This is an optimization exercise on Yosys and OpenROAD, whose aim is a short achievable clock period and few clock cycles, not a production implementation. Where RTL was checked, it was by simulation tests only, not by an equivalence proof against the original. The flow treats the clock pin as an ideal source. Dropping or thinning the clock tree relies on that and would not hold on a real chip. Power figures rest on the tool's default switching activity, not on a simulated workload.

== main ==
==> flow/design.v (excerpt) <==
module arm_fire_controller_core #(
    parameter int PHASE_BITS = afc_pkg::PHASE_BITS_DEF,
    parameter int LEVEL_BITS = afc_pkg::LEVEL_BITS_DEF
) (
    input  wire logic                            i_clk,
    input  wire logic                            i_rst_n,
    input  wire logic                            i_cfg_valid,
    output logic                                 o_cfg_ready,
    input  wire logic [afc_pkg::CFG_IDX_W-1:0]   i_cfg_index,
    input  wire logic [afc_pkg::CFG_DATA_W-1:0]  i_cfg_data,
    input  wire logic                            i_s_tvalid,
    output logic                                 o_s_tready,
    input  wire logic [afc_pkg::IN_DATA_W-1:0]   i_s_tdata,
    output logic                                 o_m_tvalid,
    input  wire logic                            i_m_tready,
    output logic [afc_pkg::OUT_DATA_W-1:0]       o_m_tdata,
    output logic                                 o_m_tlast
);
    localparam int FAW = 4;              
    localparam int FD  = 1 << FAW;       
    localparam int CAP = FD;             
    assign o_cfg_ready = 1'b1;
    logic        r_rst;                  
    logic        r_rdy;
  ...
Size in the first run: about 2,700 cells after synthesis, about 590 flip-flops, about 0.031 mm^2 of cells after synthesis.
export LEC_CHECK = 0
export ABC_CLOCK_PERIOD_IN_PS = 2500
export CAP_MARGIN = 20
export CORE_MARGIN = 2
export CORE_UTILIZATION = 40
export SLEW_MARGIN = 20
export SYNTH_HIERARCHICAL = 1
create_clock -name core_clock -period 15.0 [get_ports {i_clk}]
standard.sh (not shown) runs the stock make flow with config.mk's settings and CLKGATE_MAP_FILE= SYNTH_SCRIPT=/design/flow/synth_recipe.tcl, a recipe that flattens the netlist after the stock synthesis.
==> flow/flow/run.sh <==
#!/bin/bash
set -euo pipefail
HERE=$(pwd)
MARGIN=${MARGIN:-11.4}
export AFC_ROOT_CELL=sky130_fd_sc_hd__inv_16
export AFC_LEAF_CELL=sky130_fd_sc_hd__inv_16
export AFC_LEAF_SIZE=24
export AFC_ROOTS=4
bash standard.sh SETUP_SLACK_MARGIN=$MARGIN POST_CTS_TCL=$HERE/flow/cts_post.tcl \
  PRE_CTS_TCL=$HERE/flow/place_out.tcl finish > make_finish.log 2>&1
Other scripts of this flow, unchanged in this note and not shown: flow/flow/cts_post.tcl, flow/flow/place_out.tcl
Edits applied to the flow inputs when going from main to the feature branch:
--- a/flow/design.v
+++ b/flow/design.v
@@ -41,25 +41,25 @@
     output logic                                 o_cfg_ready,
     input  wire logic [afc_pkg::CFG_IDX_W-1:0]   i_cfg_index,
     input  wire logic [afc_pkg::CFG_DATA_W-1:0]  i_cfg_data,
     input  wire logic                            i_s_tvalid,
     output logic                                 o_s_tready,
     input  wire logic [afc_pkg::IN_DATA_W-1:0]   i_s_tdata,
     output logic                                 o_m_tvalid,
     input  wire logic                            i_m_tready,
     output logic [afc_pkg::OUT_DATA_W-1:0]       o_m_tdata,
     output logic                                 o_m_tlast
 );
-    localparam int FAW = 4;              
+    localparam int FAW = 5;              
     localparam int FD  = 1 << FAW;       
-    localparam int CAP = FD;             
+    localparam int CAP = 24;             
     assign o_cfg_ready = 1'b1;
     logic        r_rst;                  
     logic        r_rdy;
     logic        r_in_v;
     logic [1:0]  r_in_d;
     logic        r_cfg_v;
     logic [2:0]  r_cfg_idx;
     logic [15:0] r_cfg_d;
     always_ff @(posedge i_clk) begin
         r_rst     <= !i_rst_n;
         r_in_v    <= i_s_tvalid && r_rdy && i_rst_n;
@@ -367,51 +367,65 @@
     always_ff @(posedge i_clk) begin
         if (r_rst) r_p3_v <= 1'b0;
         else       r_p3_v <= r_p2_v;
         r_p3_mode <= r_p2_mode;
         r_p3_msg0 <= r_p2_msg0;
         r_p3_two  <= r_p2_two;
         r_p3_arm  <= r_p2_arm;
         r_p3_on   <= r_p2_on;
         r_p3_s    <= r_p2_top ? 16'd32768 : p3_sum[25:10];
         r_p3_q1   <= r_p2_q1;
     end
-    logic [7:0] p4_a, p4_b, p4_pulse;
-    logic       p4_lt, p4_nz;
-    logic       r_p4_v, r_p4_two;
+    logic [7:0] p4_b;
+    logic       r_p4_v, r_p4_two, r_p4_arm, r_p4_on, r_p4_q1, r_p4_lt, r_p4_nz;
     logic [1:0] r_p4_mode;
     logic [2:0] r_p4_msg0;
-    logic [7:0] r_p4_lvl;
-    assign p4_a     = r_p3_s[15:8];
-    assign p4_b     = r_p3_s[7:0];
-    assign p4_lt    = (p4_b < p4_a) || ((p4_b == p4_a) && (p4_b != 8'd0));
-    assign p4_nz    = r_p3_s != 16'd0;
-    assign p4_pulse = r_p3_q1 ? (8'd128 + p4_a - {7'd0, p4_lt})
-                              : (8'd128 - p4_a + {7'd0, p4_lt} - {7'd0, p4_nz});
+    logic [7:0] r_p4_a;
+    assign p4_b = r_p3_s[7:0];
     always_ff @(posedge i_clk) begin
         if (r_rst) r_p4_v <= 1'b0;
         else       r_p4_v <= r_p3_v;
         r_p4_mode <= r_p3_mode;
         r_p4_msg0 <= r_p3_msg0;
         r_p4_two  <= r_p3_two;
-        r_p4_lvl  <= r_p3_arm ? p4_pulse : {8{r_p3_on}};
+        r_p4_arm  <= r_p3_arm;
+        r_p4_on   <= r_p3_on;
+        r_p4_q1   <= r_p3_q1;
+        r_p4_a    <= r_p3_s[15:8];
+        r_p4_lt   <= (p4_b < r_p3_s[15:8]) || ((p4_b == r_p3_s[15:8]) && (p4_b != 8'd0));
+        r_p4_nz   <= r_p3_s != 16'd0;
+    end
+    logic [7:0] p5_pulse;
+    logic       r_p5_v, r_p5_two;
+    logic [1:0] r_p5_mode;
+    logic [2:0] r_p5_msg0;
+    logic [7:0] r_p5_lvl;
+    assign p5_pulse = r_p4_q1 ? (8'd128 + r_p4_a - {7'd0, r_p4_lt})
+                              : (8'd128 - r_p4_a + {7'd0, r_p4_lt} - {7'd0, r_p4_nz});
+    always_ff @(posedge i_clk) begin
+        if (r_rst) r_p5_v <= 1'b0;
+        else       r_p5_v <= r_p4_v;
+        r_p5_mode <= r_p4_mode;
+        r_p5_msg0 <= r_p4_msg0;
+        r_p5_two  <= r_p4_two;
+        r_p5_lvl  <= r_p4_arm ? p5_pulse : {8{r_p4_on}};
     end
     logic [13:0]  r_mem [FD];
     logic [FAW:0] r_wp, r_rp;
     always_ff @(posedge i_clk) begin
-        if (r_p4_v)
-            r_mem[r_wp[FAW-1:0]] <= {r_p4_two, r_p4_msg0, r_p4_lvl, r_p4_mode};
+        if (r_p5_v)
+            r_mem[r_wp[FAW-1:0]] <= {r_p5_two, r_p5_msg0, r_p5_lvl, r_p5_mode};
     end
     always_ff @(posedge i_clk) begin
         if (r_rst)        r_wp <= '0;
-        else if (r_p4_v)  r_wp <= r_wp + 1'b1;
+        else if (r_p5_v)  r_wp <= r_wp + 1'b1;
     end
     logic        r_o_valid, r_o_busy, r_o_last, r_sub, r_pop_d;
     logic [1:0]  r_o_mode;
     logic [7:0]  r_o_level;
     logic [2:0]  r_o_msg;
     logic [FAW:0] r_rp1, r_rp2, rp, rp1;
     logic [13:0]  e0, e1;
     logic         ne0, ne1;
     logic         a_v, a_last, b_v, b_last, b_sub, b_pop;
     logic [12:0]  a_w, b_w;
     logic         pop;
[summary]
Synthesized cell count | the feature branch above main. Going from main to the feature branch, initial antenna violation count went up by 4; total I/O pin count was more or less identical; clock insertion delay at the later pin of the skew report went up by 0.05 ns. In the flow results for the feature branch and main, the data arrival time at the worst-slack endpoint is larger on main. The feature branch vs main — clock skew rose 0.0033 ns. Switching power (the feature branch over main): increase, about 40%. In the metrics for the feature branch and main, the one carrying the lower sequential logic power is main. Layout sequential cell count (the feature branch vs. main) increases by more than a quarter. The feature branch ended up with a lower ratio of final minimum period to clock period than main did. Die area | the feature branch > main. Going from main to the feature branch, sequential portion of the cell area went up 3.1 points; share of power burned in registers saw little to no change.
Testbench counts of the feature branch, summed over its fixed seeds: cycles 41,066.
Function not checked in main: the RTL went through the layout flow alone. No run of this note takes its clock network from TritonCTS; it comes from the design's own scripts or RTL.

## separate check: timing with driven ports
How much do the figures lean on ideal ports? The routed layouts below were timed once more, with nothing changed but the port constraints. Step 1: set_driving_cell puts a clkbuf_16 on i_clk and a buf_2 on each other input, an assumption about the parent block. Step 2 times the ports against the registers' clock, not the clock port: input delays grow and output delays shrink by t, the midpoint of the rising clock arrivals with the driver on. a / b / c = ideal / step 1 / step 2; a / b = the first two.
run | t (ns) | slack for setup (ns) | worst setup path at the end | clock arrival spread, ns | worst data-port slew with drivers (ns)
main | 0.437 | 11.236 / 11.119 / 11.176 | input to register | 0.020 / 0.022 | 0.05
the feature branch | 0.506 | 11.309 / 11.050 / 11.024 | input to register | 0.025 / 0.027 | 0.16
After both steps every run listed still meets setup and hold. The setup slack of the feature branch, which loses most, moves by -0.259 ns with the drivers and by -0.285 ns with both steps.
